Context: an optimization exercise on an open-source flow, tuned for small area. The choices shown serve that exercise and are no tape-out recipe.
At most, simulation tests tie the RTL to the original design; equivalence was not proved.
Function not checked in run 7: the RTL went through the layout flow alone.
No activity file was given, so power comes from the tool's default toggle rates.

$ cat design.v
package prog_loader_pkg;
    typedef enum logic [2:0] {
        IDLE = 3'd0,
        LEN  = 3'd1,
        DATA = 3'd2,
        CSUM = 3'd3,
        DONE = 3'd4,
        ERR  = 3'd5
    } loader_state_t;
    localparam logic [7:0]  SYNC_BYTE = 8'hA5;
    localparam logic [31:0] NOP_INSTR = 32'hE1A00000;
endpackage
module pl_wmux #(
    parameter int unsigned W = 32
) (
    input  logic [W-1:0] q,
    input  logic [W-1:0] d,
    input  logic         we,
    input  logic         nwe,
    output logic [W-1:0] y
);
    assign y = (q & {W{nwe}}) | (d & {W{we}});
endmodule
module pl_rsel2 (
    input  logic [31:0] a,
    input  logic [31:0] b,
    input  logic        na,
    input  logic        nb,
    output logic [31:0] y
);
    assign y = ~((a | {32{na}}) & (b | {32{nb}}));
endmodule
module instr_ram #(
    parameter int unsigned DEPTH = 64,
    parameter int unsigned AW    = $clog2(DEPTH)
) (
    input  logic          clk,
    input  logic          we,
    input  logic [AW-1:0] waddr,
    input  logic [31:0]   wdata,
    input  logic          oor,      
    input  logic [AW-1:0] raddr,
    output logic [31:0]   rdata
);
    logic [DEPTH-1:0][31:0]   mem;
    logic [DEPTH-1:0][31:0]   nxt;
    logic [DEPTH-1:0]         wsel, nwsel, nrsel;
    logic [DEPTH/2-1:0][31:0] grp;
    always_comb begin
        for (int i = 0; i < DEPTH; i++) begin
            wsel[i]  = we && (waddr == AW'(i));
            nwsel[i] = ~wsel[i];
            nrsel[i] = ~(!oor && (raddr == AW'(i)));
        end
    end
    for (genvar i = 0; i < DEPTH; i++) begin : g_word
        pl_wmux #(.W(32)) u_wmux (
            .q   (mem[i]),
            .d   (wdata),
            .we  (wsel[i]),
            .nwe (nwsel[i]),
            .y   (nxt[i])
        );
    end
    always_ff @(posedge clk) begin
        for (int i = 0; i < DEPTH; i++) begin
            mem[i] <= nxt[i];
        end
    end
    for (genvar g = 0; g < DEPTH / 2; g++) begin : g_rsel
        pl_rsel2 u_rsel (
            .a  (mem[2*g]),
            .b  (mem[2*g+1]),
            .na (nrsel[2*g]),
            .nb (nrsel[2*g+1]),
            .y  (grp[g])
        );
    end
    always_comb begin
        logic [31:0] any;
        any = '0;
        for (int g = 0; g < DEPTH / 2; g++) begin
            any = any | grp[g];
        end
        rdata = ~(any | ({32{oor}} & ~prog_loader_pkg::NOP_INSTR));
    end
endmodule
import prog_loader_pkg::*;
module prog_loader #(
    parameter int unsigned DEPTH = 64
) (
    input  logic        clk,
    input  logic        reset,
    input  logic [7:0]  rx_data,
    input  logic        rx_valid,
    input  logic [31:0] PC,
    output logic [31:0] Instruction,
    output logic        cpu_reset,
    output logic        loaded,
    output logic        load_error,
    output logic [7:0]  word_count
);
    localparam int unsigned AW = $clog2(DEPTH);
    prog_loader_pkg::loader_state_t state, next_state;
    logic [AW-1:0] n_words;
    logic [1:0]    byte_idx;
    logic [23:0]   pack;
    logic [23:0]   pack_nxt;
    logic [7:0]    csum;
    logic [AW:0]   wcnt;
    logic [AW:0]   wcnt_inc;
    logic          in_len, in_data;
    logic          word_done;
    logic          last_word;
    assign in_len    = rx_valid && (state == LEN);
    assign in_data   = rx_valid && (state == DATA);
    assign wcnt_inc  = wcnt + 1'b1;
    assign word_done = in_data && (byte_idx == 2'd3);
    assign last_word = (wcnt_inc[AW-1:0] == n_words);
    always_ff @(posedge clk or negedge reset) begin
        if (!reset) begin
            state <= IDLE;
        end else begin
            state <= next_state;
        end
    end
    always_comb begin
        next_state = state;
        if (rx_valid) begin
            case (state)
                IDLE: begin
                    if (rx_data == SYNC_BYTE) next_state = LEN;
                end
                LEN: begin
                    next_state = ((rx_data != 8'd0) && ({1'b0, rx_data} <= 9'(DEPTH))) ? DATA : ERR;
                end
                DATA: begin
                    if ((byte_idx == 2'd3) && last_word) begin
                        next_state = CSUM;
                    end
                end
                CSUM: begin
                    next_state = (rx_data == csum) ? DONE : ERR;
                end
                DONE, ERR: begin
                    if (rx_data == SYNC_BYTE) next_state = LEN;
                end
                default: next_state = IDLE;
            endcase
        end
    end
    always_ff @(posedge clk or negedge reset) begin
        if (!reset) begin
            wcnt <= '0;
        end else if (in_len) begin
            wcnt <= '0;
        end else if (word_done) begin
            wcnt <= wcnt_inc;
        end
    end
    always_ff @(posedge clk) begin
        if (in_len) begin
            n_words  <= rx_data[AW-1:0];
            byte_idx <= '0;
            csum     <= '0;
        end else if (in_data) begin
            byte_idx <= byte_idx + 2'd1;
            csum     <= csum + rx_data;
        end
    end
    pl_wmux #(.W(24)) u_pack_mux (
        .q   (pack),
        .d   ({rx_data, pack[23:8]}),
        .we  (rx_valid),
        .nwe (~rx_valid),
        .y   (pack_nxt)
    );
    always_ff @(posedge clk) begin
        pack <= pack_nxt;
    end
    instr_ram #(
        .DEPTH (DEPTH),
        .AW    (AW)
    ) u_ram (
        .clk   (clk),
        .we    (word_done),
        .waddr (wcnt[AW-1:0]),
        .wdata ({rx_data, pack}),
        .oor   (PC[31:AW+2] != '0),
        .raddr (PC[AW+1:2]),
        .rdata (Instruction)
    );
    assign word_count = {{(7-AW){1'b0}}, wcnt};
    assign cpu_reset  = (state != DONE);
    assign loaded     = (state == DONE);
    assign load_error = (state == ERR);
endmodule
$ cat constraint.sdc
create_clock -name core_clock -period 7.5 [get_ports {clk}]
set_input_delay 1.5000 -clock core_clock [delete_from_list [all_inputs] [get_ports {clk}]]
set_output_delay 1.5000 -clock core_clock [all_outputs]
set_load 0.01 [all_outputs]
$ cat run.sh
#!/bin/bash
# synth_recipe.tcl (not shown) runs the flow's synth.tcl, then flattens the netlist and writes it again
# the make line also repeats each setting of config.mk as NAME=value (left out here)
make -C /OpenROAD-flow-scripts/flow DESIGN_CONFIG=/design/flow/config.mk WORK_HOME=/design/flow/orfs CLKGATE_MAP_FILE= SYNTH_SCRIPT=/design/flow/synth_recipe.tcl finish
$ cat config.mk
export PLATFORM = sky130hd
export DESIGN_NAME = prog_loader
export DESIGN_NICKNAME = prog_loader
export VERILOG_FILES = /design/flow/design.v
export SDC_FILE = /design/flow/constraint.sdc
export NUM_CORES = 4
export LEC_CHECK = 0
export CAP_MARGIN = 20
export CORE_MARGIN = 2
export CORE_UTILIZATION = 60
export CTS_BUF_LIST = sky130_fd_sc_hd__clkbuf_16
export CTS_CLUSTER_DIAMETER = 100
export CTS_CLUSTER_SIZE = 30
export PLACE_DENSITY = 0.75
export SLEW_MARGIN = 20
export SYNTH_HIERARCHICAL = 1
==> results of run 1 <==
[Yosys stat by module, one instance, submodules excluded, a selection]
| module | area, um2 | cells inside | flops+latches | copies in the design |
|---|---|---|---|---|
| pl_rsel2 | 251.5 | 38 | 0 | 32 |
| prog_loader | 2152 | 210 | 50 | 1 |
[path summary, 6_finish.rpt]
kind | cells after the start | to | slack (ns) | from
max reg2reg | 7 | u_ram.mem[621]$_DFF_P_ | 3.15 | state[2]$_DFFE_PN0P_
min in group asynchronous | 1 | wcnt[6]$_DFFE_PN0P_ | 1.09 | reset
min reg2reg | 2 | csum[3]$_SDFFE_PP0P_ | 0.46 | csum[3]$_SDFFE_PP0P_
max | 14 | Instruction[1] | 0.21 | PC[8]
min | 2 | csum[3]$_SDFFE_PP0P_ | 0.46 | csum[3]$_SDFFE_PP0P_
max in group asynchronous | 1 | state[0]$_DFFE_PN0P_ | 6.08 | reset
[cells in the mapped netlist, types with 28 or more instances]
cell type / n
or3_1: 28
a22o_1: 1941
buf_4: 36
nor2_1: 125
nor4_1: 219
o22ai_1: 1024
dfxtp_1: 2082
a22o_2: 132
nand2_1: 160
buf_6: 488
buf_2: 75
nand4_1: 66
[metal layers]
metal / part of all wire [%] / global-route usage [%]
met5: 0.035 / 0
met4: 5.3 / 19.89
met3: 13 / 12.31
met2: 42 / 55.40
met1: 40 / 51.80
[cell type report]
type	count	area (um2)
timing repair buffer	492	4264
fill	10361	48580
tap	1742	2180
sequential	2098	42200
inverter	16	65.06
antenna	1	2.502
clock buffer	85	2127
clock inverter	16	92.59
multi-input combinational	3882	29480
[registers in the layout (all words and copies together), names as in the netlist]
register and cells:
u_ram.mem 2048, pack 24, csum 8, wcnt 7
n_words 6, state 3, byte_idx 2
[through the flow]
stage	instances	instance area [um2]	power (mW)
finish	8332	80410	17.40
CTS	8331	80400	17.35
global placement	8229	78180	12.10
global route	8331	80410	17.80
floorplan	6607	77680	11.79
detailed placement	8230	78180	12.12
[power groups by stage]
stage	clock network, mW	registers, mW	logic, mW
final	5.49	11.6	0.314
after global routing	5.87	11.6	0.331
after CTS	5.48	11.6	0.305
after detailed placement	0	11.8	0.304
after global placement	0	11.8	0.295
after floorplan	0	11.6	0.160
[cells by family after synthesis]
kind of cell	synth area share, %
compound gates	32.18
flops	54.21
simple gates	5.151
buf+inv	8.125
xor+xnor	0.1466
fa+ha+maj	0.1707
other cells	0.004828
mux	0.01289
[worst max-delay path, cell delays in order]
cell,delay [ns]
clkdlybuf4s50_1,0.48
nor4_1,0.06
and4_1,0.19
nand3_2,0.19
nor3b_2,0.08
buf_4,0.23
nand2_1,0.39
buf_4,0.36
o22ai_1,0.13
nor4_1,0.83
nand4_1,0.19
nor3_1,0.35
buf_4,0.22
clkdlybuf4s50_1,0.55
==> results.sh, run 1 <==
export IMPL_outcome="timing/DRC/antenna clean"
export IMPL_firstDrtPassIters=9
export IMPL_sw_frac_of_total_pct=23.12
export IMPL_clk_latency_ns=0.74
export IMPL_vias=62009
export IMPL_layout_commonest_cell="dfxtp_1"
export IMPL_cts_resized=0
export IMPL_start_kind="primary input"
export IMPL_yosysWarnings=8
export IMPL_synth_largest_area_cell="dfxtp_1"
export IMPL_comb_power_share_pct=1.8
export IMPL_critPathMaxFanout=17
export IMPL_finalCriticalPeriod_ns=7.289
export IMPL_synth_net_count=6660
export IMPL_clock_fmax_mhz=137.2
export IMPL_leakagePower_nw=31.54
export IMPL_setup_tns_ns=0
export IMPL_detail_route_antenna_nets=0
export IMPL_tightestPinTransition_ns=1.143
export IMPL_synth_edf_count=6
export IMPL_hold_viol_final=0
export IMPL_clk_pin_slew_ns=0.10
export IMPL_areaGrowthSynthToFinish_pct=3.520
export IMPL_worst_slack_ns=0.2105
export IMPL_ys_types=63
export IMPL_p_int_mw=13.38
export IMPL_mostFrequentLayoutCells="2058 x dfxtp_1, 1941 x a22o_1, 1024 x o22ai_1"
export IMPL_synthFlopType="dfxtp_1"
export IMPL_final_util_pct=62.34
export IMPL_clock_skew_ns=0.04512
export IMPL_pwr_share_clk_pct=31.6
export IMPL_setup_worst_path_class="in -> out"
export IMPL_rsz0062_at_grt="false"
export IMPL_drv_cap=0
export IMPL_slew_viol_final=0
export IMPL_hpwlAfterDp_mm=155.9
export IMPL_grt_ovfl_total=0
export IMPL_grt_total_usage_pct=38.54
export IMPL_die_area_mm2=0.1324
export IMPL_cts_tree="done"
export IMPL_core_mm2=0.1290
export IMPL_htreeDepth=3
export IMPL_clock_sink_count=2098
export IMPL_gp_congestion=0.9945
export IMPL_drt_vias_per_instance=7.442
export IMPL_ys_ff_latch=2098
export IMPL_die_w_um=363.8
export IMPL_p_switching_mw=4.023
export IMPL_setup_viol=0
export IMPL_post_synth_inst_count=6607
export IMPL_drc=0
export IMPL_grt_first_pass_wirelength_mm=387.7
export IMPL_seqPwrFrac_pct=66.6
export IMPL_yosysSeqAreaShare_pct=54.21
export IMPL_synth_top_area_share_pct=53.66
export IMPL_final_nets=6623
export IMPL_die_y_um=363.8
export IMPL_power_density_mw_per_mm2=216.4
export IMPL_detail_route_wl_per_cell_um=31.90
export IMPL_drt_wl_total_mm=265.8
export IMPL_clock_path_buffers=3
export IMPL_endpoint_kind="output port"
export IMPL_avgSynthCellArea_um2=11.76
export IMPL_holdWs_ns=0.4641
export IMPL_hp_class="reg -> reg"
export IMPL_required_ns=6.00
export IMPL_cts_made_buffers=80
export IMPL_async_flop_share_pct=0.4766
export IMPL_dp_slack_ns=0.2047
export IMPL_layout_drive_gt1_share_pct=12.13
export IMPL_drt_iter0_markers=9339
export IMPL_grt_max_degree=75
export IMPL_antenna_found_initial=12
export IMPL_cp_data_arrival_time_ns=5.79
export IMPL_hold_buffers=0
export IMPL_pin_count=86
export IMPL_relSlewSlack_pct=23.82
export IMPL_grt_pass1_vias=59533
export IMPL_root_buffer="clkbuf_16"
export IMPL_fp_row_count=132
export IMPL_cts_setup_buffers=0
export IMPL_period_share_pct=97.19
export IMPL_io_buffer_count=82
export IMPL_start_util_pct=60.22
export IMPL_yosys_top_cells_area="dfxtp_1 54%, a22o_1 22%, o22ai_1 8.2%"
export IMPL_mappedNetlistArea_mm2=0.07768
export IMPL_peakVddDrop_mv=0.1972
==> run 2, diff against run 1 <==
--- a/config.mk
+++ b/config.mk
@@ -9,7 +9,5 @@
 export CORE_MARGIN = 2
 export CORE_UTILIZATION = 60
-export CTS_BUF_LIST = sky130_fd_sc_hd__clkbuf_16
-export CTS_CLUSTER_DIAMETER = 100
-export CTS_CLUSTER_SIZE = 30
+export CTS_BUF_LIST = sky130_fd_sc_hd__clkbuf_4 sky130_fd_sc_hd__clkbuf_8
 export PLACE_DENSITY = 0.75
 export SLEW_MARGIN = 20
==> results.sh, run 2 <==
export IMPL_fin_cells=8814
export IMPL_die_y_um=363.8
export IMPL_worst_slack_ns=0.1532
export IMPL_drc=0
export IMPL_crit_chain="clkdlybuf4s50_1 > nor4_1 > and4_1 > nand3_2 > nor3b_2 > buf_4 > nand2_1 > buf_4 > o22ai_1 > nor4_1 > nand4_1 > nor3_1 > buf_4 > clkdlybuf4s50_1"
export IMPL_peakVddDrop_mv=0.2120
export IMPL_setup_worst_path_class="in -> out"
export IMPL_critPathMaxFanout=17
export IMPL_cts_resized=0
export IMPL_vias=64218
export IMPL_slowest_delay_ns=0.84
export IMPL_pin_count=86
export IMPL_core_mm2=0.1290
export IMPL_clock_sink_count=2098
export IMPL_nFillCells=9830
export IMPL_leakagePower_nw=34.24
export IMPL_antenna_found_initial=10
export IMPL_hold_buffers=0
export IMPL_setup_viol=0
export IMPL_drv_cap=0
export IMPL_synthTopCellsByCount="2082 x dfxtp_1, 1941 x a22o_1, 1024 x o22ai_1, 488 x buf_6, 219 x nor4_1"
export IMPL_post_synth_inst_count=6607
export IMPL_ys_types=63
export IMPL_grt_max_degree=75
export IMPL_required_ns=6.00
export IMPL_layout_drive_gt1_share_pct=18.21
export IMPL_grt_first_pass_wirelength_mm=398.6
export IMPL_top_register="u_ram.mem"
export IMPL_detail_route_wl_per_cell_um=31.00
export IMPL_hp_class="reg -> reg"
export IMPL_cts_setup_buffers=0
export IMPL_cts_tree="done"
export IMPL_firstDrtPassIters=6
export IMPL_power_density_mw_per_mm2=262.3
export IMPL_drt_wl_total_mm=273.2
export IMPL_areaGrowthSynthToFinish_pct=9.910
export IMPL_drt_iter0_markers=9101
export IMPL_finalCriticalPeriod_ns=7.347
export IMPL_multi_input_area_mm2=0.02948
export IMPL_crit_family="simple AND/OR/NAND/NOR gates"
export IMPL_top_regs="u_ram.mem x2048, pack x24, csum x8"
export IMPL_fp_row_count=132
export IMPL_layout_commonest_cell="dfxtp_1"
export IMPL_ff_latch_area_mm2=0.04220
export IMPL_outcome="timing/DRC/antenna clean"
export IMPL_hpwlAfterDp_mm=155.9
export IMPL_path_buf_inv=5
export IMPL_mostFrequentLayoutCells="2058 x dfxtp_1, 1941 x a22o_1, 1024 x o22ai_1"
export IMPL_slew_viol_final=0
export IMPL_cts_made_buffers=333
export IMPL_synth_most_common_cell="dfxtp_1"
export IMPL_grt_total_usage_pct=39.72
export IMPL_avgSynthCellArea_um2=11.76
export IMPL_final_area_mm2=0.08537
export IMPL_drt_vias_per_instance=7.286
export IMPL_yosysSeqAreaShare_pct=54.21
export IMPL_holdWs_ns=0.4568
export IMPL_htreeDepth=5
export IMPL_synth_net_count=6660
export IMPL_hold_viol_final=0
export IMPL_clock_fmax_mhz=136.1
export IMPL_endpoint_kind="output port"
export IMPL_rsz0062_at_grt="false"
export IMPL_relSlewSlack_pct=22.00
export IMPL_gp_congestion=0.9945
export IMPL_start_util_pct=60.22
export IMPL_synthFlopType="dfxtp_1"
export IMPL_die_w_um=363.8
export IMPL_die_area_mm2=0.1324
export IMPL_yosys_top_cells_area="dfxtp_1 54%, a22o_1 22%, o22ai_1 8.2%"
export IMPL_final_nets=6876
export IMPL_ys_ff_latch=2098
export IMPL_clock_path_buffers=4
export IMPL_clk_pin_slew_ns=0.05
export IMPL_cpMostUsedCell="buf_4"
export IMPL_synth_largest_area_cell="dfxtp_1"
export IMPL_final_util_pct=66.19
export IMPL_largest_reg_flops=2048
export IMPL_setup_tns_ns=0
export IMPL_synth_edf_count=6
export IMPL_dpl_instance_area_mm2=0.07818
export IMPL_period_share_pct=97.96
export IMPL_clk_latency_ns=1.06
export IMPL_async_flop_share_pct=0.4766
export IMPL_finalPower_mw=22.39
export IMPL_root_buffer="clkbuf_8"
export IMPL_start_kind="primary input"
export IMPL_io_buffer_count=82
export IMPL_tightestPinTransition_ns=1.170
export IMPL_grt_pass1_vias=62296
export IMPL_yosysWarnings=8
export IMPL_dp_cells=8230
export IMPL_clock_skew_ns=0.04522
export IMPL_synth_top_area_share_pct=53.66
export IMPL_grt_ovfl_total=0
export IMPL_cp_data_arrival_time_ns=5.85
export IMPL_dp_slack_ns=0.2047
export IMPL_detail_route_antenna_nets=0
export IMPL_mappedNetlistArea_mm2=0.07768
export IMPL_crit_path_top_delay_cell="nor4_1"
[run 2: cell types whose count changed in the layout (fill, tap and decap cells not counted), sizes merged]
cell and delta:
clkinvlp +4, bufinv +10, clkbuf +437, diode +3
inv -12, clkinv +40
[run 2: metal layers]
metal | global-route usage [%] | wire [um] | vias to the layer above
met4 | 21.55 | 14670 | 18
met1 | 51.89 | 107100 | 31941
li1 | - | - | 27050
met3 | 14.78 | 37500 | 726
met5 | 0.07262 | 138 | -
met2 | 56.77 | 113800 | 4483
[run 2: power breakdown]
part	internal, mW	total, mW	switching [mW]
combinational	0.123	0.316	0.193
sequential	11.2	11.6	0.410
clock	5.94	10.5	4.54
total	17.2	22.4	5.15
[run 2: worst reg2reg max path, cell delays in order, from the launching register on]
cell      delay [ns]
dfrtp_1         0.48
and4bb_2        0.60
nand2_1         0.28
inv_1           0.44
nand3b_1        0.72
nor2_2          1.09
buf_4           0.43
a22o_1          0.18
[run 2: layout make-up]
type | count | share of cell area (%)
antenna | 4 | 0.01172
clock buffer | 522 | 7.748
clock inverter | 58 | 0.6566
inverter | 16 | 0.07621
multi-input combinational | 3882 | 34.53
sequential | 2098 | 49.43
tap | 1742 | 2.553
timing repair buffer | 492 | 4.995
[run 2: worst paths after layout]
| check | start | endpoint | cells after the start | slack, ns |
|---|---|---|---|---|
| min in group asynchronous | reset | wcnt[2]$_DFFE_PN0P_ | 1 | 0.80 |
| min | csum[3]$_SDFFE_PP0P_ | csum[3]$_SDFFE_PP0P_ | 2 | 0.46 |
| max | PC[8] | Instruction[1] | 14 | 0.15 |
| max in group asynchronous | reset | wcnt[5]$_DFFE_PN0P_ | 1 | 6.37 |
| max reg2reg | state[2]$_DFFE_PN0P_ | u_ram.mem[628]$_DFF_P_ | 7 | 3.22 |
| min reg2reg | csum[3]$_SDFFE_PP0P_ | csum[3]$_SDFFE_PP0P_ | 2 | 0.46 |
[run 2: per-module statistics from Yosys (local to each module, per instance), excerpt]
module       flip-flops and latches  area, um2
prog_loader                      50       2152
pl_rsel2                          0      251.5
[run 2: cells by family (layout without fill, tap and decap cells)]
kind of cell	Yosys count	after routing	synth area share [%]
AO/OA/AOI/OAI	3140	3140	32.18
flip-flops	2098	2098	54.21
AND/OR/NAND/NOR	717	717	5.151
buffers and inverters	627	1088	8.125
XOR/XNOR	13	13	0.1466
adder cells (fa/ha/maj)	10	10	0.1707
other	1	5	0.004828
multiplexers	1	1	0.01289
==> run 3, diff against run 2 <==
--- a/config.mk
+++ b/config.mk
@@ -8,7 +8,5 @@
 export CAP_MARGIN = 20
 export CORE_MARGIN = 2
-export CORE_UTILIZATION = 60
-export CTS_BUF_LIST = sky130_fd_sc_hd__clkbuf_4 sky130_fd_sc_hd__clkbuf_8
-export PLACE_DENSITY = 0.75
+export CORE_UTILIZATION = 40
 export SLEW_MARGIN = 20
 export SYNTH_HIERARCHICAL = 1
==> results.sh, run 3 <==
export IMPL_clock_path_buffers=3
export IMPL_yosysWarnings=8
export IMPL_drt_vias_per_instance=6.658
export IMPL_synth_net_count=6660
export IMPL_clock_sink_count=2098
export IMPL_tightestPinTransition_ns=1.271
export IMPL_yosysSeqAreaShare_pct=54.21
export IMPL_gp_congestion=0.9347
export IMPL_relSlewSlack_pct=14.97
export IMPL_nFillCells=17548
export IMPL_start_util_pct=40.29
export IMPL_root_buffer="clkbuf_16"
export IMPL_cp_data_arrival_time_ns=6.06
export IMPL_hp_class="reg -> reg"
export IMPL_fp_row_count=161
export IMPL_clk_pin_slew_ns=0.06
export IMPL_pin_count=86
export IMPL_synth_most_common_cell="dfxtp_1"
export IMPL_pwr_share_clk_pct=47.6
export IMPL_clock_fmax_mhz=132.2
export IMPL_die_y_um=444.7
export IMPL_p_switching_mw=5.169
export IMPL_holdWs_ns=0.4598
export IMPL_die_area_mm2=0.1977
export IMPL_power_density_mw_per_mm2=262.2
export IMPL_peakVddDrop_mv=0.1745
export IMPL_start_kind="primary input"
export IMPL_endpoint_kind="output port"
export IMPL_grt_total_usage_pct=27.93
export IMPL_synth_largest_area_cell="dfxtp_1"
export IMPL_vias=62779
export IMPL_synth_top_area_share_pct=53.66
export IMPL_sw_frac_of_total_pct=22.73
export IMPL_grt_ovfl_total=0
export IMPL_ys_types=63
export IMPL_antenna_found_initial=15
export IMPL_yosys_top_cells_area="dfxtp_1 54%, a22o_1 22%, o22ai_1 8.2%"
export IMPL_hpwlAfterDp_mm=167.4
export IMPL_critPathMaxFanout=16
export IMPL_core_mm2=0.1928
export IMPL_grt_max_degree=68
export IMPL_highest_layer="met5"
export IMPL_detail_route_antenna_nets=0
export IMPL_required_ns=6.00
export IMPL_die_w_um=444.7
export IMPL_io_buffer_count=82
export IMPL_synthFlopType="dfxtp_1"
export IMPL_grt_pass1_vias=59481
export IMPL_outcome="complete, but fails checks"
export IMPL_hold_viol_final=0
export IMPL_worst_slack_ns=-0.06186
export IMPL_so_faults="setup timing"
export IMPL_cts_made_buffers=203
export IMPL_drc=0
export IMPL_mappedNetlistArea_mm2=0.07768
export IMPL_rsz0062_at_grt="false"
export IMPL_avgSynthCellArea_um2=11.76
export IMPL_finalPower_mw=22.74
export IMPL_clock_skew_ns=0.04597
export IMPL_cts_tree="done"
export IMPL_drt_wl_total_mm=290.0
export IMPL_post_synth_inst_count=6607
export IMPL_p_int_mw=17.57
export IMPL_areaGrowthSynthToFinish_pct=11.67
export IMPL_period_share_pct=100.8
export IMPL_setup_viol=2
export IMPL_ys_ff_latch=2098
export IMPL_mostFrequentLayoutCells="2058 x dfxtp_1, 1941 x a22o_1, 1024 x o22ai_1"
export IMPL_seqPwrFrac_pct=51.0
export IMPL_wl_met3_mm=31.43
export IMPL_synthTopCellsByCount="2082 x dfxtp_1, 1941 x a22o_1, 1024 x o22ai_1, 488 x buf_6, 219 x nor4_1"
export IMPL_grt_first_pass_wirelength_mm=415.7
export IMPL_layout_drive_gt1_share_pct=15.78
export IMPL_synth_edf_count=6
export IMPL_firstDrtPassIters=8
export IMPL_async_flop_share_pct=0.4766
export IMPL_top_register="u_ram.mem"
export IMPL_drt_iter0_markers=7946
export IMPL_comb_power_share_pct=1.4
export IMPL_layout_commonest_cell="dfxtp_1"
export IMPL_met2WireLength_mm=120.6
export IMPL_largest_reg_flops=2048
export IMPL_drv_cap=0
export IMPL_hold_buffers=0
export IMPL_htreeDepth=4
export IMPL_finalCriticalPeriod_ns=7.562
export IMPL_top_regs="u_ram.mem x2048, pack x24, csum x8"
export IMPL_leakagePower_nw=34.16
export IMPL_met1_length_mm=122.5
export IMPL_clk_latency_ns=0.87
export IMPL_setup_worst_path_class="in -> out"
export IMPL_detail_route_wl_per_cell_um=30.76
export IMPL_slew_viol_final=0
export IMPL_final_nets=6770
## run 3: cell counts after synthesis
No cell type changed its count.
## run 3: logic make-up after synthesis
| family | count (synthesis) | share of synthesized area (%) |
|---|---|---|
| multiplexers | 1 | 0.01289 |
| adder cells (fa/ha/maj) | 10 | 0.1707 |
| other | 1 | 0.004828 |
| AND/OR/NAND/NOR | 717 | 5.151 |
| XOR/XNOR | 13 | 0.1466 |
| flip-flops | 2098 | 54.21 |
| AO/OA/AOI/OAI | 3140 | 32.18 |
| buffers and inverters | 627 | 8.125 |
## run 3: path summary, 6_finish.rpt
check	cells past startpoint	to	slack, ns	startpoint
worst min-delay path	2	csum[3]$_SDFFE_PP0P_	0.46	csum[3]$_SDFFE_PP0P_
min in group asynchronous	1	state[0]$_DFFE_PN0P_	0.98	reset
max in group asynchronous	1	wcnt[4]$_DFFE_PN0P_	6.18	reset
worst max-delay path	13	Instruction[0]	-0.06	PC[9]
worst min register to register	2	csum[3]$_SDFFE_PP0P_	0.46	csum[3]$_SDFFE_PP0P_
worst max register to register	10	u_ram.mem[480]$_DFF_P_	3.47	state[2]$_DFFE_PN0P_
## run 3: through the flow
stage	instance area, um2	TNS (ns)	cells	worst slack [ns]	util (%)
floorplan	77680	0	6607	2.541	-
global placement	79530	-0.5648	9037	-0.5645	41.25
detailed placement	79540	-0.6065	9037	-0.6065	41.26
CTS	86660	0	9418	0.003863	44.95
global route	86730	0	9424	0.01239	44.99
finish	86740	-0.08121	9429	-0.06186	45.00
## run 3: repair_timing
action	4_1_cts	5_1_grt
setup buffers	0	0
gates resized for setup	3	8
gates cloned	0	0
pin swaps	0	0
setup endpoints to repair	2	6
## run 3: routing by layer
metal | up-vias | GRT usage, %
met5 | - | 0
met4 | 4 | 14.63
met3 | 558 | 7.389
met2 | 3575 | 40.08
met1 | 31785 | 38.24
li1 | 26857 | -
## run 3: critical path, cell delays in order
cell	delay, ns
clkdlybuf4s50_1	0.46
nor4_1	0.05
and4_1	0.19
nand3_2	0.20
and3b_2	0.43
nand2_2	0.34
o22ai_1	0.18
nor4_2	0.68
nand4_1	0.46
buf_4	0.29
nor3_2	0.52
buf_4	0.21
clkdlybuf4s50_1	0.52
## run 3: power groups by stage
stage	Combinational, mW	Clock (mW)	Sequential [mW]
2_1_floorplan	0.160	0	11.6
3_3_place_gp	0.306	0	11.8
5_1_grt	0.341	11.3	11.6
6_report	0.319	10.8	11.6
4_1_cts	0.313	10.9	11.6
3_5_place_dp	0.313	0	11.8
## run 3: area by class of cell
cell class	instances	area (um2)	share of cell area, %
flip-flops and latches	2098	42200	48.65
multi-input cells	3882	29560	34.08
clock buffers	310	6196	7.143
repair buffers	516	4622	5.328
well taps	2526	3161	3.644
clock inverters	71	912.1	1.052
inverters	16	65.06	0.07501
diodes	10	25.02	0.02885
## run 3: Yosys stat by module, one instance, submodules excluded, excerpt
| module | flops+latches | cells inside |
|---|---|---|
| prog_loader | 50 | 210 |
| pl_rsel2 | 0 | 38 |
==> run 4, diff against run 3 <==
--- a/config.mk
+++ b/config.mk
@@ -6,7 +6,11 @@
 export NUM_CORES = 4
 export LEC_CHECK = 0
-export CAP_MARGIN = 20
+export CAP_MARGIN = 10
 export CORE_MARGIN = 2
-export CORE_UTILIZATION = 40
-export SLEW_MARGIN = 20
+export CORE_UTILIZATION = 70
+export CTS_BUF_LIST = sky130_fd_sc_hd__clkbuf_16
+export CTS_CLUSTER_DIAMETER = 100
+export CTS_CLUSTER_SIZE = 30
+export PLACE_DENSITY = 0.85
+export SLEW_MARGIN = 10
 export SYNTH_HIERARCHICAL = 1
==> results.sh, run 4 <==
export IMPL_outcome="complete, but fails checks"
export IMPL_so_faults="setup timing"
export IMPL_endpoint_kind="output port"
export IMPL_core_mm2=0.1104
export IMPL_io_buffer_count=82
export IMPL_finalPower_mw=17.28
export IMPL_htreeDepth=3
export IMPL_die_area_mm2=0.1136
export IMPL_met1_length_mm=98.15
export IMPL_mappedNetlistArea_mm2=0.07768
export IMPL_yosysSeqAreaShare_pct=54.21
export IMPL_fin_cells=8079
export IMPL_detail_route_antenna_nets=0
export IMPL_setup_viol=1
export IMPL_wl_met3_mm=41.67
export IMPL_top_register="u_ram.mem"
export IMPL_power_density_mw_per_mm2=216.2
export IMPL_finalCriticalPeriod_ns=7.524
export IMPL_hp_class="reg -> reg"
export IMPL_cts_made_buffers=80
export IMPL_firstDrtPassIters=8
export IMPL_grt_max_degree=75
export IMPL_drc=0
export IMPL_ys_types=63
export IMPL_required_ns=6.00
export IMPL_gp_congestion=0.9975
export IMPL_crit_chain="clkdlybuf4s50_1 > nor4_1 > and4_1 > nand3_2 > nor3b_2 > buf_4 > nand2_1 > o22ai_1 > nor4_2 > nand4_1 > nor3_2 > clkdlybuf4s50_1"
export IMPL_pin_count=86
export IMPL_vias=63810
export IMPL_synth_largest_area_cell="dfxtp_1"
export IMPL_holdWs_ns=0.4688
export IMPL_cts_tree="done"
export IMPL_clk_latency_ns=0.74
export IMPL_post_synth_inst_count=6607
export IMPL_critPathMaxFanout=16
export IMPL_peakVddDrop_mv=0.1988
export IMPL_yosys_top_cells_area="dfxtp_1 54%, a22o_1 22%, o22ai_1 8.2%"
export IMPL_cp_data_arrival_time_ns=6.02
export IMPL_synthTopCellsByCount="2082 x dfxtp_1, 1941 x a22o_1, 1024 x o22ai_1, 488 x buf_6, 219 x nor4_1"
export IMPL_top_regs="u_ram.mem x2048, pack x24, csum x8"
export IMPL_mostFrequentLayoutCells="2058 x dfxtp_1, 1941 x a22o_1, 1024 x o22ai_1"
export IMPL_highest_layer="met5"
export IMPL_async_flop_share_pct=0.4766
export IMPL_start_kind="primary input"
export IMPL_grt_pass1_vias=61098
export IMPL_grt_ovfl_total=0
export IMPL_synth_edf_count=6
export IMPL_dpl_instance_area_mm2=0.07774
export IMPL_synth_top_area_share_pct=53.66
export IMPL_hold_buffers=0
export IMPL_period_share_pct=100.3
export IMPL_setup_worst_path_class="in -> out"
export IMPL_antenna_found_initial=10
export IMPL_clock_sink_count=2098
export IMPL_clock_skew_ns=0.03719
export IMPL_leakagePower_nw=31.46
export IMPL_drt_iter0_markers=10763
export IMPL_grt_total_usage_pct=44.50
export IMPL_die_w_um=337.1
export IMPL_clk_pin_slew_ns=0.10
export IMPL_avgSynthCellArea_um2=11.76
export IMPL_relSlewSlack_pct=10.40
export IMPL_layout_drive_gt1_share_pct=12.07
export IMPL_clock_path_buffers=3
export IMPL_synth_most_common_cell="dfxtp_1"
export IMPL_start_util_pct=70.38
export IMPL_hold_viol_final=0
export IMPL_clock_fmax_mhz=132.9
export IMPL_drt_wl_total_mm=263.7
export IMPL_largest_reg_flops=2048
export IMPL_synthFlopType="dfxtp_1"
export IMPL_die_y_um=337.1
export IMPL_areaGrowthSynthToFinish_pct=2.906
export IMPL_yosysWarnings=8
export IMPL_path_buf_inv=3
export IMPL_met2WireLength_mm=106.5
export IMPL_drv_cap=0
export IMPL_final_area_mm2=0.07993
export IMPL_root_buffer="clkbuf_16"
export IMPL_synth_net_count=6660
export IMPL_ys_ff_latch=2098
export IMPL_final_nets=6626
export IMPL_tightestPinTransition_ns=1.334
export IMPL_grt_first_pass_wirelength_mm=385.0
export IMPL_layout_commonest_cell="dfxtp_1"
export IMPL_dp_cells=7977
export IMPL_drt_vias_per_instance=7.898
export IMPL_rsz0062_at_grt="false"
export IMPL_crit_family="simple AND/OR/NAND/NOR gates"
export IMPL_hpwlAfterDp_mm=154.6
export IMPL_slew_viol_final=0
export IMPL_crit_path_top_delay_cell="nor4_2"
export IMPL_fp_row_count=122
export IMPL_slowest_delay_ns=0.77
export IMPL_detail_route_wl_per_cell_um=32.64
export IMPL_cpMostUsedCell="clkdlybuf4s50_1"
export IMPL_worst_slack_ns=-0.02397
## run 4: worst paths after layout
| kind | endpoint | from | slack (ns) | cells after the start |
|---|---|---|---|---|
| max | Instruction[7] | PC[31] | -0.02 | 12 |
| min | csum[2]$_SDFFE_PP0P_ | csum[2]$_SDFFE_PP0P_ | 0.47 | 2 |
| max reg2reg | u_ram.mem[535]$_DFF_P_ | state[2]$_DFFE_PN0P_ | 3.00 | 9 |
| min reg2reg | csum[2]$_SDFFE_PP0P_ | csum[2]$_SDFFE_PP0P_ | 0.47 | 2 |
| max in group asynchronous | wcnt[4]$_DFFE_PN0P_ | reset | 6.07 | 1 |
| min in group asynchronous | state[2]$_DFFE_PN0P_ | reset | 1.09 | 1 |
## run 4: area by class of cell
type / count / area (um2)
tap: 1488 / 1862
sequential: 2098 / 42160
inverter: 16 / 65.06
fill: 7674 / 30430
clock buffer: 81 / 2027
clock inverter: 13 / 72.57
multi-input combinational: 3882 / 29510
timing repair buffer: 495 / 4219
antenna: 6 / 15.01
## run 4: what timing repair did
action | 4_1_cts | 5_1_grt
setup buffers | 0 | 1
pin swaps | 0 | 2
setup endpoints to repair | 7 | 6
gates resized for setup | 4 | 4
## run 4: power breakdown
group	internal [mW]	switching [mW]
Clock	1.98	3.39
Combinational	0.132	0.391
Sequential	11.2	0.209
## run 4: kinds of logic (layout without fill, tap and decap cells)
family	after synthesis	count (layout)	synth area share (%)
flops	2098	2098	54.21
buf+inv	627	605	8.125
xor+xnor	13	13	0.1466
fa+ha+maj	10	10	0.1707
mux	1	1	0.01289
simple gates	717	717	5.151
other cells	1	7	0.004828
compound gates	3140	3140	32.18
## run 4: per-module statistics from Yosys, one instance, submodules excluded, a selection
| module | cells inside | times used | flops+latches |
|---|---|---|---|
| prog_loader | 210 | 1 | 50 |
| pl_rsel2 | 38 | 32 | 0 |
## run 4: layer usage
metal | up-vias | GRT usage, %
met2 | 5302 | 61.96
li1 | 26371 | -
met3 | 896 | 17.51
met1 | 31233 | 58.18
met5 | - | 0.2128
met4 | 8 | 26.42
## run 4: through the flow
stage	TNS, ns	util [%]	setup WS [ns]
after floorplan	0	-	2.541
after global placement	-0.2262	70.44	-0.08948
after detailed placement	-0.6380	70.44	-0.1617
after CTS	0	72.36	0.09657
after global routing	0	72.42	0.08287
final	-0.02397	72.43	-0.02397
## run 4: tightest hold or removal path: stages, from the launching register on
cell and delay [ns]:
dfxtp_1 0.33, nand2_1 0.05, a21oi_1 0.05
==> run 5, diff against run 4 <==
--- a/design.v
+++ b/design.v
@@ -51,5 +51,5 @@
             wsel[i]  = we && (waddr == AW'(i));
             nwsel[i] = ~wsel[i];
-            nrsel[i] = ~(!oor && (raddr == AW'(i)));
+            nrsel[i] = ~(raddr == AW'(i));
         end
     end
@@ -83,5 +83,5 @@
             any = any | grp[g];
         end
-        rdata = ~(any | ({32{oor}} & ~prog_loader_pkg::NOP_INSTR));
+        rdata = oor ? prog_loader_pkg::NOP_INSTR : ~any;
     end
 endmodule
==> config.mk (replaced) <==
export PLATFORM = sky130hd
export DESIGN_NAME = prog_loader
export DESIGN_NICKNAME = prog_loader
export VERILOG_FILES = /design/flow/design.v
export SDC_FILE = /design/flow/constraint.sdc
export NUM_CORES = 4
export LEC_CHECK = 0
export CAP_MARGIN = 20
export CORE_MARGIN = 2
export CORE_UTILIZATION = 60
export CTS_BUF_LIST = sky130_fd_sc_hd__clkbuf_16
export CTS_CLUSTER_DIAMETER = 100
export CTS_CLUSTER_SIZE = 28
export PLACE_DENSITY = 0.75
export SLEW_MARGIN = 20
export SYNTH_HIERARCHICAL = 1
==> results.sh, run 5 <==
export IMPL_synth_top_area_share_pct=53.77
export IMPL_mostFrequentLayoutCells="2058 x dfxtp_1, 1941 x a22o_1, 1026 x o22ai_1"
export IMPL_clock_skew_ns=0.02747
export IMPL_finalCriticalPeriod_ns=7.548
export IMPL_relSlewSlack_pct=13.00
export IMPL_synthFlopType="dfxtp_1"
export IMPL_synth_fa_ha_area_share_pct=0.1711
export IMPL_synthSimpleGateAreaFrac_pct=4.920
export IMPL_antenna_found_initial=6
export IMPL_yosysSeqAreaShare_pct=54.33
export IMPL_cts_tree="done"
export IMPL_yosys_top_cells_area="dfxtp_1 54%, a22o_1 22%, o22ai_1 8.3%"
export IMPL_avgSynthCellArea_um2=11.72
export IMPL_clock_sink_count=2098
export IMPL_die_area_mm2=0.1321
export IMPL_hold_buffers=0
export IMPL_drv_cap=0
export IMPL_post_synth_inst_count=6612
export IMPL_clk_latency_ns=0.72
export IMPL_areaGrowthSynthToFinish_pct=2.747
export IMPL_cts_resized=0
export IMPL_clk_pin_slew_ns=0.08
export IMPL_io_buffer_count=82
export IMPL_start_util_pct=60.63
export IMPL_nFillCells=10375
export IMPL_leakagePower_nw=31.08
export IMPL_peakVddDrop_mv=0.1886
export IMPL_drt_iter0_markers=9303
export IMPL_grt_ovfl_total=0
export IMPL_final_util_pct=62.30
export IMPL_drt_vias_per_instance=7.548
export IMPL_largest_reg_flops=2048
export IMPL_top_register="u_ram.mem"
export IMPL_holdWs_ns=0.4637
export IMPL_hp_class="reg -> reg"
export IMPL_synth_compound_area_share_pct=32.34
export IMPL_root_buffer="clkbuf_16"
export IMPL_clock_path_buffers=3
export IMPL_gp_congestion=0.9875
export IMPL_synth_edf_count=6
export IMPL_detail_route_antenna_nets=0
export IMPL_ys_ff_latch=2098
export IMPL_grt_max_degree=75
export IMPL_final_nets=6541
export IMPL_setup_worst_path_class="in -> out"
export IMPL_grt_first_pass_wirelength_mm=380.7
export IMPL_layout_commonest_cell="dfxtp_1"
export IMPL_rsz0062_at_grt="false"
export IMPL_cp_data_arrival_time_ns=6.05
export IMPL_outcome="complete, but fails checks"
export IMPL_synth_net_count=6665
export IMPL_synth_largest_area_cell="dfxtp_1"
export IMPL_reg2reg_depth=9
export IMPL_synth_most_common_cell="dfxtp_1"
export IMPL_grt_total_usage_pct=37.86
export IMPL_dp_slack_ns=0.2095
export IMPL_period_share_pct=100.6
export IMPL_synthMuxAreaShare_pct=0
export IMPL_mappedNetlistArea_mm2=0.07752
export IMPL_tightestPinTransition_ns=1.293
export IMPL_required_ns=6.00
export IMPL_ys_types=63
export IMPL_pin_count=86
export IMPL_htreeDepth=3
export IMPL_worst_slack_ns=-0.04766
export IMPL_top_regs="u_ram.mem x2048, pack x24, csum x8"
export IMPL_so_faults="setup timing"
export IMPL_start_kind="primary input"
export IMPL_hpwlAfterDp_mm=151.6
export IMPL_fin_cells=8167
export IMPL_yosysWarnings=8
export IMPL_power_density_mw_per_mm2=225.2
export IMPL_die_w_um=363.4
export IMPL_slew_viol_final=0
export IMPL_drc=0
export IMPL_setup_viol=1
export IMPL_async_flop_share_pct=0.4766
export IMPL_die_y_um=363.4
export IMPL_whs_path_depth=2
export IMPL_fp_row_count=131
export IMPL_grt_pass1_vias=58536
export IMPL_layout_drive_gt1_share_pct=10.42
export IMPL_drt_wl_total_mm=261.9
export IMPL_hold_viol_final=0
export IMPL_critPathMaxFanout=16
export IMPL_endpoint_kind="output port"
export IMPL_cts_made_buffers=85
export IMPL_cts_setup_buffers=0
export IMPL_synth_top_family_by_area="compound AO/OA/AOI/OAI gates"
export IMPL_clock_fmax_mhz=132.5
export IMPL_vias=61644
export IMPL_finalPower_mw=17.93
export IMPL_synth_xor_area_share_pct=0.1469
export IMPL_synthTopCellsByCount="2082 x dfxtp_1, 1941 x a22o_1, 1026 x o22ai_1, 486 x buf_6, 238 x nor4_1"
export IMPL_detail_route_wl_per_cell_um=32.07
export IMPL_firstDrtPassIters=9
export IMPL_core_mm2=0.1278
export IMPL_dp_cells=8063
==> run 5: changes by cell type after synthesis, moves of 11 or more <==
cell,delta
nor2_1,-15
nor2_2,+11
nor3_1,+23
nor3_2,-21
nor4_1,+19
nor4_2,-21
==> run 5: worst paths after layout <==
path / slack [ns] / startpoint / to
worst max-delay path: -0.05 / PC[7] / Instruction[17]
worst min-delay path: 0.46 / csum[0]$_SDFFE_PP0P_ / csum[0]$_SDFFE_PP0P_
worst max register to register: 3.49 / state[1]$_DFFE_PN0P_ / u_ram.mem[1009]$_DFF_P_
worst min register to register: 0.46 / csum[0]$_SDFFE_PP0P_ / csum[0]$_SDFFE_PP0P_
max in group asynchronous: 6.01 / reset / wcnt[0]$_DFFE_PN0P_
min in group asynchronous: 1.13 / reset / wcnt[6]$_DFFE_PN0P_
==> run 5: report_power, final <==
group,internal (mW),total [mW],switching [mW]
Clock,2.15,5.58,3.43
Combinational,0.268,0.805,0.536
Sequential,11.2,11.5,0.362
Total,13.6,17.9,4.32
==> run 5: metal layers <==
layer,GRT usage [%],wire length [um],up-vias
met2,55.22,110500,3979
li1,-,-,26213
met1,51.93,106300,30853
met3,11.23,33410,595
met5,0,23,-
met4,16.62,11630,4
==> run 5: critical path, cell delays in order <==
cell	delay (ns)
clkdlybuf4s50_1	0.58
and2_1	0.45
nand2_1	0.55
buf_4	0.33
o22ai_1	0.12
nor4_1	1.04
nand4_1	0.44
nor3_1	0.28
buf_4	0.18
clkdlybuf4s50_1	0.54
==> run 5: modules after synthesis, one instance, submodules excluded, excerpt <==
module | cells | cell area, um2
prog_loader | 213 | 2218
pl_rsel2 | 38 | 251.5
==> run 5: layout make-up <==
cell class                 count  area (um2)  area share, %
sequential                  2098       42190          52.97
multi-input combinational   3886       29400          36.92
timing repair buffer         402        3613          4.537
clock buffer                  89        2227          2.796
tap                         1662        2079          2.611
clock inverter                10       63.81        0.08012
inverter                      15       56.30        0.07069
antenna                        5       12.51        0.01571
==> run 5: metrics by stage <==
step                      instance area (um2)  setup TNS (ns)
final                                   79650        -0.04766
after global routing                    79640               0
after CTS                               79530               0
after detailed placement                77240               0
after global placement                  77240               0
after floorplan                         77520               0
==> run 5: kinds of logic after synthesis <==
group           count (synthesis)
flops                        2098
compound gates               3148
fa+ha+maj                      10
simple gates                  714
other cells                     1
buf+inv                       628
xor+xnor                       13
==> run 6, diff against run 5 <==
==> flow/run.sh (new file) <==
#!/bin/bash
# Standard layout with two changes: ports are buffered with buf_2 cells, and
# CTS does not insert dummy loads. The make output goes to flow_make.log and
# each ORFS step writes its own log under orfs/logs/.
set -euo pipefail
export BUFFER_PORTS_ARGS="-buffer_cell sky130_fd_sc_hd__buf_2"
export CTS_ARGS="-sink_clustering_enable -repair_clock_nets -buf_list sky130_fd_sc_hd__clkbuf_16 -sink_clustering_size 28 -sink_clustering_max_diameter 100 -dont_use_dummy_load"
bash standard.sh > flow_make.log 2>&1
==> standard.sh (new file) <==
#!/bin/bash
# synth_recipe.tcl (not shown) runs the flow's synth.tcl, then flattens the netlist and writes it again
# the make line also repeats each setting of config.mk as NAME=value (left out here)
make -C /OpenROAD-flow-scripts/flow DESIGN_CONFIG=/design/flow/config.mk WORK_HOME=/design/flow/orfs CLKGATE_MAP_FILE= SYNTH_SCRIPT=/design/flow/synth_recipe.tcl "${@:-finish}"
removed: run.sh
==> results.sh, run 6 <==
export IMPL_outcome="timing/DRC/antenna clean"
export IMPL_synthTopCellsByCount="2082 x dfxtp_1, 1941 x a22o_1, 1026 x o22ai_1, 486 x buf_6, 238 x nor4_1"
export IMPL_avgSynthCellArea_um2=11.72
export IMPL_leakagePower_nw=30.70
export IMPL_synth_edf_count=6
export IMPL_period_share_pct=94.19
export IMPL_top_regs="u_ram.mem x2048, pack x24, csum x8"
export IMPL_fin_cells=8131
export IMPL_synth_largest_area_cell="dfxtp_1"
export IMPL_detail_route_antenna_nets=0
export IMPL_detail_route_wl_per_cell_um=32.16
export IMPL_ff_latch_area_mm2=0.04219
export IMPL_drc=0
export IMPL_core_mm2=0.1278
export IMPL_yosysSeqAreaShare_pct=54.33
export IMPL_peakVddDrop_mv=0.1703
export IMPL_slowest_delay_ns=0.72
export IMPL_seqPwrFrac_pct=65.1
export IMPL_finalCriticalPeriod_ns=7.064
export IMPL_grt_max_degree=75
export IMPL_io_buffer_count=82
export IMPL_multi_input_area_mm2=0.02936
export IMPL_crit_path_top_delay_cell="nand2_1"
export IMPL_die_w_um=363.4
export IMPL_p_int_mw=13.48
export IMPL_nFillCells=10377
export IMPL_power_density_mw_per_mm2=225.8
export IMPL_endpoint_kind="output port"
export IMPL_dp_cells=8038
export IMPL_ys_ff_latch=2098
export IMPL_final_nets=6518
export IMPL_cts_setup_buffers=0
export IMPL_sw_frac_of_total_pct=23.97
export IMPL_mostFrequentLayoutCells="2058 x dfxtp_1, 1941 x a22o_1, 1026 x o22ai_1"
export IMPL_drv_cap=0
export IMPL_areaGrowthSynthToFinish_pct=1.282
export IMPL_gp_congestion=0.9605
export IMPL_synthFlopType="dfxtp_1"
export IMPL_crit_family="simple AND/OR/NAND/NOR gates"
export IMPL_cp_data_arrival_time_ns=5.56
export IMPL_hpwlAfterDp_mm=153.8
export IMPL_cts_resized=0
export IMPL_clk_pin_slew_ns=0.11
export IMPL_vias=61698
export IMPL_comb_power_share_pct=4.4
export IMPL_layout_commonest_cell="dfxtp_1"
export IMPL_drt_wl_total_mm=261.5
export IMPL_dp_slack_ns=0.6545
export IMPL_p_switching_mw=4.250
export IMPL_synth_net_count=6665
export IMPL_drt_vias_per_instance=7.588
export IMPL_yosysWarnings=8
export IMPL_ys_types=63
export IMPL_setup_viol=0
export IMPL_slew_viol_final=0
export IMPL_path_buf_inv=5
export IMPL_clock_skew_ns=0.05682
export IMPL_clock_fmax_mhz=141.6
export IMPL_tightestPinTransition_ns=1.241
export IMPL_htreeDepth=3
export IMPL_synth_most_common_cell="dfxtp_1"
export IMPL_clock_sink_count=2098
export IMPL_setup_tns_ns=0
export IMPL_dpl_instance_area_mm2=0.07631
export IMPL_pin_count=86
export IMPL_antenna_found_initial=15
export IMPL_hold_buffers=0
export IMPL_grt_total_usage_pct=37.93
export IMPL_post_synth_inst_count=6612
export IMPL_drt_iter0_markers=9578
export IMPL_worst_slack_ns=0.4358
export IMPL_rsz0062_at_grt="false"
export IMPL_synth_top_area_share_pct=53.77
export IMPL_final_area_mm2=0.07851
export IMPL_start_kind="primary input"
export IMPL_largest_reg_flops=2048
export IMPL_setup_worst_path_class="in -> out"
export IMPL_crit_chain="buf_2 > nor2b_1 > buf_4 > nand2_1 > buf_4 > o22ai_1 > nor4_1 > nand4_1 > nor3_1 > buf_4 > buf_2"
export IMPL_top_register="u_ram.mem"
export IMPL_cpMostUsedCell="buf_4"
export IMPL_fp_row_count=131
export IMPL_layout_drive_gt1_share_pct=11.16
export IMPL_die_area_mm2=0.1321
export IMPL_firstDrtPassIters=6
export IMPL_die_y_um=363.4
export IMPL_mappedNetlistArea_mm2=0.07752
export IMPL_hp_class="reg -> reg"
export IMPL_yosys_top_cells_area="dfxtp_1 54%, a22o_1 22%, o22ai_1 8.3%"
export IMPL_root_buffer="clkbuf_16"
export IMPL_clk_latency_ns=0.72
export IMPL_grt_pass1_vias=58051
export IMPL_grt_first_pass_wirelength_mm=382.0
export IMPL_clock_path_buffers=3
export IMPL_cts_tree="done"
export IMPL_grt_ovfl_total=0
export IMPL_async_flop_share_pct=0.4766
export IMPL_relSlewSlack_pct=16.51
export IMPL_start_util_pct=60.63
export IMPL_hold_viol_final=0
export IMPL_cts_made_buffers=85
export IMPL_required_ns=6.00
export IMPL_critPathMaxFanout=16
export IMPL_pwr_share_clk_pct=30.5
export IMPL_final_util_pct=61.41
run 6: cell counts after synthesis:
No cell type changed its count.
run 6: path summary, 6_finish.rpt:
kind,cells past startpoint,endpoint,start,slack (ns)
min reg2reg,2,csum[2]$_SDFFE_PP0P_,csum[2]$_SDFFE_PP0P_,0.47
max,11,Instruction[6],PC[6],0.44
min,2,csum[2]$_SDFFE_PP0P_,csum[2]$_SDFFE_PP0P_,0.47
min in group asynchronous,1,wcnt[3]$_DFFE_PN0P_,reset,0.66
max reg2reg,9,u_ram.mem[1556]$_DFF_P_,state[1]$_DFFE_PN0P_,3.46
max in group asynchronous,1,state[1]$_DFFE_PN0P_,reset,6.63
run 6: kinds of logic (layout without fill, tap and decap cells):
logic type | after synthesis | count (layout) | synth area share, %
AO/OA/AOI/OAI | 3148 | 3148 | 32.34
XOR/XNOR | 13 | 13 | 0.1469
adder cells (fa/ha/maj) | 10 | 10 | 0.1711
buffers and inverters | 628 | 479 | 8.088
flip-flops | 2098 | 2098 | 54.33
other | 1 | 7 | 0.004838
AND/OR/NAND/NOR | 714 | 714 | 4.920
run 6: stage by stage:
| stage | hold WS, ns | power [mW] |
|---|---|---|
| floorplan | 0.4291 | 12.00 |
| global placement | 0.4449 | 12.48 |
| detailed placement | 0.4526 | 12.50 |
| CTS | 0.4685 | 17.65 |
| global route | 0.4937 | 18.14 |
| finish | 0.4686 | 17.73 |
run 6: worst min-delay path, stage by stage (launching register included):
cell and delay (ns):
dfxtp_1 0.33, nand2_1 0.05, a21oi_1 0.05
run 6: power groups by stage:
stage / sequential [mW] / clock [mW] / combinational (mW)
detailed placement: 11.8 / 0 / 0.735
global placement: 11.8 / 0 / 0.724
global route: 11.5 / 5.79 / 0.807
CTS: 11.5 / 5.40 / 0.737
floorplan: 11.6 / 0 / 0.362
finish: 11.5 / 5.41 / 0.782
run 6: cell type report:
cell class	count	share of cell area [%]
multi-input cells	3886	37.40
diodes	6	0.01912
repair buffers	379	3.418
inverters	15	0.07172
clock buffers	85	2.709
flip-flops and latches	2098	53.73
well taps	1662	2.649
run 6: layer usage:
metal	global-route usage, %	wire length, um	vias to the layer above
met2	54.97	110000	4240
li1	-	-	26128
met3	10.41	35560	561
met5	0	92	-
met1	52.31	103300	30755
met4	18.06	12650	14
run 6: Yosys stat by module, one instance, submodules excluded, excerpt:
module,flip-flops and latches,cells inside,times used,cell area [um2]
prog_loader,50,213,1,2218
pl_rsel2,0,38,32,251.5
==> run 7, diff against run 6 <==
==> design.v (replaced) <==
package prog_loader_pkg;
    typedef enum logic [2:0] {
        IDLE = 3'd0,
        LEN  = 3'd1,
        DATA = 3'd2,
        CSUM = 3'd3,
        DONE = 3'd4,
        ERR  = 3'd5
    } loader_state_t;
    localparam logic [7:0]  SYNC_BYTE = 8'hA5;
    localparam logic [31:0] NOP_INSTR = 32'hE1A00000;
endpackage
module instr_ram #(
    parameter int unsigned DEPTH = 64,
    parameter int unsigned AW    = $clog2(DEPTH)
) (
    input  logic          clk,
    input  logic          we,
    input  logic [AW-1:0] waddr,
    input  logic [31:0]   wdata,
    input  logic [AW-1:0] raddr,
    output logic [31:0]   rdata
);
    logic [31:0] mem [DEPTH];
    always_ff @(posedge clk) begin
        if (we) begin
            mem[waddr] <= wdata;
        end
    end
    assign rdata = mem[raddr];
endmodule
import prog_loader_pkg::*;
module prog_loader #(
    parameter int unsigned DEPTH = 64
) (
    input  logic        clk,
    input  logic        reset,
    input  logic [7:0]  rx_data,
    input  logic        rx_valid,
    input  logic [31:0] PC,
    output logic [31:0] Instruction,
    output logic        cpu_reset,
    output logic        loaded,
    output logic        load_error,
    output logic [7:0]  word_count
);
    localparam int unsigned AW = $clog2(DEPTH);
    prog_loader_pkg::loader_state_t state, next_state;
    logic [7:0]  n_words;
    logic [1:0]  byte_idx;
    logic [23:0] pack;
    logic [7:0]  csum;
    logic        word_done;
    logic        last_word;
    logic [31:0] ram_rdata;
    logic        pc_unused;
    assign word_done = (state == DATA) && rx_valid && (byte_idx == 2'd3);
    assign last_word = (({1'b0, word_count} + 9'd1) == {1'b0, n_words});
    always_ff @(posedge clk or negedge reset) begin
        if (!reset) begin
            state <= IDLE;
        end else begin
            state <= next_state;
        end
    end
    always_comb begin
        next_state = state;
        if (rx_valid) begin
            case (state)
                IDLE: begin
                    if (rx_data == SYNC_BYTE) next_state = LEN;
                end
                LEN: begin
                    next_state = ((rx_data != 8'd0) && ({1'b0, rx_data} <= 9'(DEPTH))) ? DATA : ERR;
                end
                DATA: begin
                    if (word_done && last_word) begin
                        next_state = CSUM;
                    end
                end
                CSUM: begin
                    next_state = (rx_data == csum) ? DONE : ERR;
                end
                DONE, ERR: begin
                    if (rx_data == SYNC_BYTE) next_state = LEN;
                end
                default: next_state = IDLE;
            endcase
        end
    end
    always_ff @(posedge clk or negedge reset) begin
        if (!reset) begin
            n_words    <= '0;
            byte_idx   <= '0;
            pack       <= '0;
            word_count <= '0;
            load_error <= 1'b0;
            csum       <= '0;
        end else begin
            if (rx_valid) begin
                case (state)
                    LEN: begin
                        n_words    <= rx_data;
                        word_count <= '0;
                        byte_idx   <= '0;
                        csum       <= '0;
                    end
                    DATA: begin
                        byte_idx <= byte_idx + 2'd1;
                        pack     <= {rx_data, pack[23:8]};
                        csum     <= csum + rx_data;
                        if (byte_idx == 2'd3) begin
                            word_count <= word_count + 8'd1;
                        end
                    end
                    default: ;
                endcase
            end
            if (state != LEN && next_state == LEN) begin
                load_error <= 1'b0;
            end else if (state != ERR && next_state == ERR) begin
                load_error <= 1'b1;
            end
        end
    end
    instr_ram #(
        .DEPTH (DEPTH),
        .AW    (AW)
    ) u_ram (
        .clk   (clk),
        .we    (word_done),
        .waddr (word_count[AW-1:0]),
        .wdata ({rx_data, pack}),
        .raddr (PC[AW+1:2]),
        .rdata (ram_rdata)
    );
    assign pc_unused   = ^PC[1:0];
    assign Instruction = (PC[31:AW+2] != '0) ? NOP_INSTR : ram_rdata;
    assign cpu_reset   = (state != DONE);
    assign loaded      = (state == DONE);
endmodule
==> run.sh (new file) <==
#!/bin/bash
# synth_recipe.tcl (not shown) runs the flow's synth.tcl, then flattens the netlist and writes it again
# the make line also repeats each setting of config.mk as NAME=value (left out here)
make -C /OpenROAD-flow-scripts/flow DESIGN_CONFIG=/design/flow/config.mk WORK_HOME=/design/flow/orfs CLKGATE_MAP_FILE= SYNTH_SCRIPT=/design/flow/synth_recipe.tcl finish
==> config.mk (replaced) <==
export PLATFORM = sky130hd
export DESIGN_NAME = prog_loader
export DESIGN_NICKNAME = prog_loader
export VERILOG_FILES = /design/flow/design.v
export SDC_FILE = /design/flow/constraint.sdc
export NUM_CORES = 4
export LEC_CHECK = 0
export CAP_MARGIN = 20
export CORE_MARGIN = 2
export CORE_UTILIZATION = 40
export SLEW_MARGIN = 20
removed: flow/run.sh
removed: standard.sh
==> results.sh, run 7 <==
export IMPL_synth_xor_area_share_pct=0.1833
export IMPL_die_area_mm2=0.2066
export IMPL_rsz0062_at_grt="false"
export IMPL_ys_ff_latch=2102
export IMPL_drc=0
export IMPL_fp_row_count=165
export IMPL_synth_edf_count=2048
export IMPL_hpwlAfterDp_mm=121.8
export IMPL_ys_types=56
export IMPL_io_buffer_count=83
export IMPL_dpl_instance_area_mm2=0.08704
export IMPL_grt_pass1_vias=38829
export IMPL_mappedNetlistArea_mm2=0.08121
export IMPL_leakagePower_nw=29.03
export IMPL_avgSynthCellArea_um2=23.39
export IMPL_cts_setup_buffers=0
export IMPL_start_kind="primary input"
export IMPL_firstDrtPassIters=7
export IMPL_antenna_found_initial=3
export IMPL_synth_largest_area_cell="edfxtp_1"
export IMPL_period_share_pct=94.52
export IMPL_clock_sink_count=2102
export IMPL_largest_reg_flops=2048
export IMPL_slew_viol_final=0
export IMPL_pwr_share_clk_pct=41.8
export IMPL_comb_power_share_pct=4.8
export IMPL_endpoint_kind="output port"
export IMPL_p_int_mw=19.53
export IMPL_mostFrequentLayoutCells="2048 x edfxtp_1, 590 x mux4_2, 213 x clkbuf_16"
export IMPL_seqPwrFrac_pct=53.4
export IMPL_sw_frac_of_total_pct=21.68
export IMPL_cts_made_buffers=209
export IMPL_hold_buffers=0
export IMPL_critPathMaxFanout=10
export IMPL_drt_vias_per_instance=5.803
export IMPL_outcome="timing/DRC/antenna clean"
export IMPL_pin_count=86
export IMPL_synthTopCellsByCount="2048 x edfxtp_1, 590 x mux4_2, 84 x nor2_1, 81 x mux2i_1, 65 x clkbuf_1"
export IMPL_core_mm2=0.2019
export IMPL_drt_wl_total_mm=209.5
export IMPL_peakVddDrop_mv=0.2322
export IMPL_detail_route_antenna_nets=0
export IMPL_grt_ovfl_total=0
export IMPL_vias=38497
export IMPL_synth_top_area_share_pct=75.73
export IMPL_root_buffer="clkbuf_16"
export IMPL_detail_route_wl_per_cell_um=31.57
export IMPL_finalCriticalPeriod_ns=7.089
export IMPL_top_register="u_ram.mem"
export IMPL_synthSimpleGateAreaFrac_pct=1.615
export IMPL_cts_resized=0
export IMPL_final_area_mm2=0.09397
export IMPL_grt_max_degree=75
export IMPL_async_flop_share_pct=2.569
export IMPL_synth_fa_ha_area_share_pct=0.1633
export IMPL_htreeDepth=4
export IMPL_areaGrowthSynthToFinish_pct=15.71
export IMPL_power_density_mw_per_mm2=265.3
export IMPL_drv_cap=0
export IMPL_synth_most_common_cell="edfxtp_1"
export IMPL_clock_skew_ns=0.03629
export IMPL_hold_viol_final=0
export IMPL_post_synth_inst_count=3472
export IMPL_yosys_top_cells_area="edfxtp_1 76%, mux4_2 16%, dfrtp_1 1.7%"
export IMPL_layout_commonest_cell="edfxtp_1"
export IMPL_synth_net_count=3525
export IMPL_setup_tns_ns=0
export IMPL_clk_pin_slew_ns=0.05
export IMPL_required_ns=6.00
export IMPL_cp_data_arrival_time_ns=5.59
export IMPL_synthFlopType="edfxtp_1"
export IMPL_yosysWarnings=2
export IMPL_setup_worst_path_class="in -> out"
export IMPL_p_switching_mw=5.405
export IMPL_grt_first_pass_wirelength_mm=295.3
export IMPL_synth_top_family_by_area="multiplexers"
export IMPL_clk_latency_ns=0.85
export IMPL_setup_viol=0
export IMPL_hp_class="reg -> reg"
export IMPL_relSlewSlack_pct=20.89
export IMPL_clock_fmax_mhz=141.1
export IMPL_yosysSeqAreaShare_pct=77.39
export IMPL_start_util_pct=40.22
export IMPL_die_y_um=454.6
export IMPL_cts_tree="done"
export IMPL_die_w_um=454.6
export IMPL_final_nets=3835
export IMPL_synthMuxAreaShare_pct=17.96
export IMPL_grt_total_usage_pct=20.27
export IMPL_layout_drive_gt1_share_pct=31.34
export IMPL_gp_congestion=0.7786
export IMPL_drt_iter0_markers=4544
export IMPL_synth_compound_area_share_pct=1.417
export IMPL_clock_path_buffers=3
export IMPL_top_regs="u_ram.mem x2048, pack x24"
export IMPL_tightestPinTransition_ns=1.184
==> run 7: changes by cell type in the layout (fill, tap and decap cells not counted), sizes merged, moves of 231 or more <==
cell / previous run / this run
a22o: 2073 / 9
o22ai: 1026 / 12
edfxtp: 6 / 2048
nor4: 241 / 10
mux4: 0 / 590
dfxtp: 2082 / 0
==> run 7: kinds of logic after synthesis <==
kind of cell / Yosys count
xor+xnor: 17
fa+ha+maj: 10
flops: 2102
buf+inv: 200
mux: 714
simple gates: 261
compound gates: 168
==> run 7: final timing paths <==
| check | from | end | slack [ns] | cells after the start |
|---|---|---|---|---|
| max in group asynchronous | reset | pack[12]$_DFFE_PN0P_ | 5.99 | 1 |
| setup reg to reg | state[1]$_DFF_PN0_ | u_ram.mem[1][0]$_DFFE_PP_ | 3.74 | 6 |
| setup / recovery | PC[21] | Instruction[13] | 0.41 | 9 |
| hold reg to reg | byte_idx[1]$_DFFE_PN0P_ | byte_idx[1]$_DFFE_PN0P_ | 0.51 | 1 |
| min in group asynchronous | reset | n_words[2]$_DFFE_PN0P_ | 0.77 | 1 |
| hold / removal | byte_idx[1]$_DFFE_PN0P_ | byte_idx[1]$_DFFE_PN0P_ | 0.51 | 1 |
==> run 7: layout make-up <==
type                    count  area, um2
clock inverters           135       1333
clock buffers             254       5504
repair buffers            282       2999
diodes                      2      5.005
flip-flops and latches   2102      62880
well taps                2672       3343
fillers                 16405     107900
multi-input cells        1170      17840
inverters                  17      63.81
==> run 7: power by group through the flow <==
stage / clock [mW] / sequential, mW / combinational (mW)
final: 10.4 / 13.3 / 1.19
after global routing: 11.0 / 13.3 / 1.28
after CTS: 10.6 / 13.3 / 1.20
after detailed placement: 0 / 13.6 / 1.19
after global placement: 0 / 13.6 / 1.17
after floorplan: 0 / 13.6 / 0.668
==> run 7: per-stage QoR <==
step | std cells | power [mW] | hold WS (ns) | utilization, % | setup WS, ns
2_1_floorplan | 3472 | 14.26 | 0.4701 | - | 2.424
3_3_place_gp | 6239 | 14.74 | 0.4867 | 43.10 | 0.4189
3_5_place_dp | 6240 | 14.78 | 0.4971 | 43.11 | 0.4324
4_1_cts | 6629 | 25.09 | 0.5098 | 46.49 | 0.3904
5_1_grt | 6633 | 25.64 | 0.5178 | 46.54 | 0.4141
6_report | 6634 | 24.93 | 0.5111 | 46.54 | 0.4113
==> run 7: critical path, stage by stage <==
cell and delay, ns:
clkdlybuf4s50_1 0.79, nor4_1 0.46, nand4_1 0.41, nor2_1 0.22, buf_4 0.34, nand2_1 0.27, a2111oi_0 0.66, or4_1 0.32
clkdlybuf4s50_1 0.59
==> run 7: metal layers <==
layer / GRT usage, % / vias to the layer above / share of wire (%)
li1: - / 15527 / -
met1: 28.83 / 21178 / 42
met2: 32.53 / 1548 / 49
met3: 3.376 / 244 / 6.9
met4: 5.505 / 0 / 2.5
met5: 0 / - / 0

## afterwards: timing with drivers on the ports
The flow's constraints put no driver on any port. The routed layouts listed below were extracted and timed again, unchanged, in two steps. Step 1 sets driving cells, clkbuf_16 on the clock port and buf_2 on the other inputs (assumed; they add their load-dependent delay and slew). Step 2 adds t to the input delays and takes it off the output delays; t is the mean of the earliest and latest rising clock arrival at the registers after step 1. Input paths then give back, and output paths get back, about the clock's delay inside the block. a / b / c = no drivers / after step 1 / after step 2; a / b = the first two.
run | t, ns | setup slack, ns | latest minus earliest clock arrival (ns) | worst slew at a driven data input, ns | cell pins on the clock port's net
run 1 | 0.800 | 0.211 / 0.169 / 0.169 | 0.050 / 0.050 | 0.16 | 1
run 2 | 1.099 | 0.153 / 0.112 / 0.112 | 0.059 / 0.059 | 0.15 | 1
run 3 | 0.941 | -0.062 / -0.098 / -0.098 | 0.056 / 0.056 | 0.17 | 1
run 4 | 0.794 | -0.024 / -0.064 / -0.064 | 0.039 / 0.040 | 0.18 | 1
run 5 | 0.790 | -0.048 / -0.104 / -0.104 | 0.033 / 0.033 | 0.18 | 1
run 6 | 0.777 | 0.436 / 0.337 / 0.337 | 0.065 / 0.064 | 0.15 | 1
run 7 | 0.927 | 0.411 / 0.390 / 0.390 | 0.046 / 0.046 | 0.08 | 1
For run 6, which loses most, drivers alone change the setup slack by -0.099 ns; drivers and shift together by -0.099 ns.
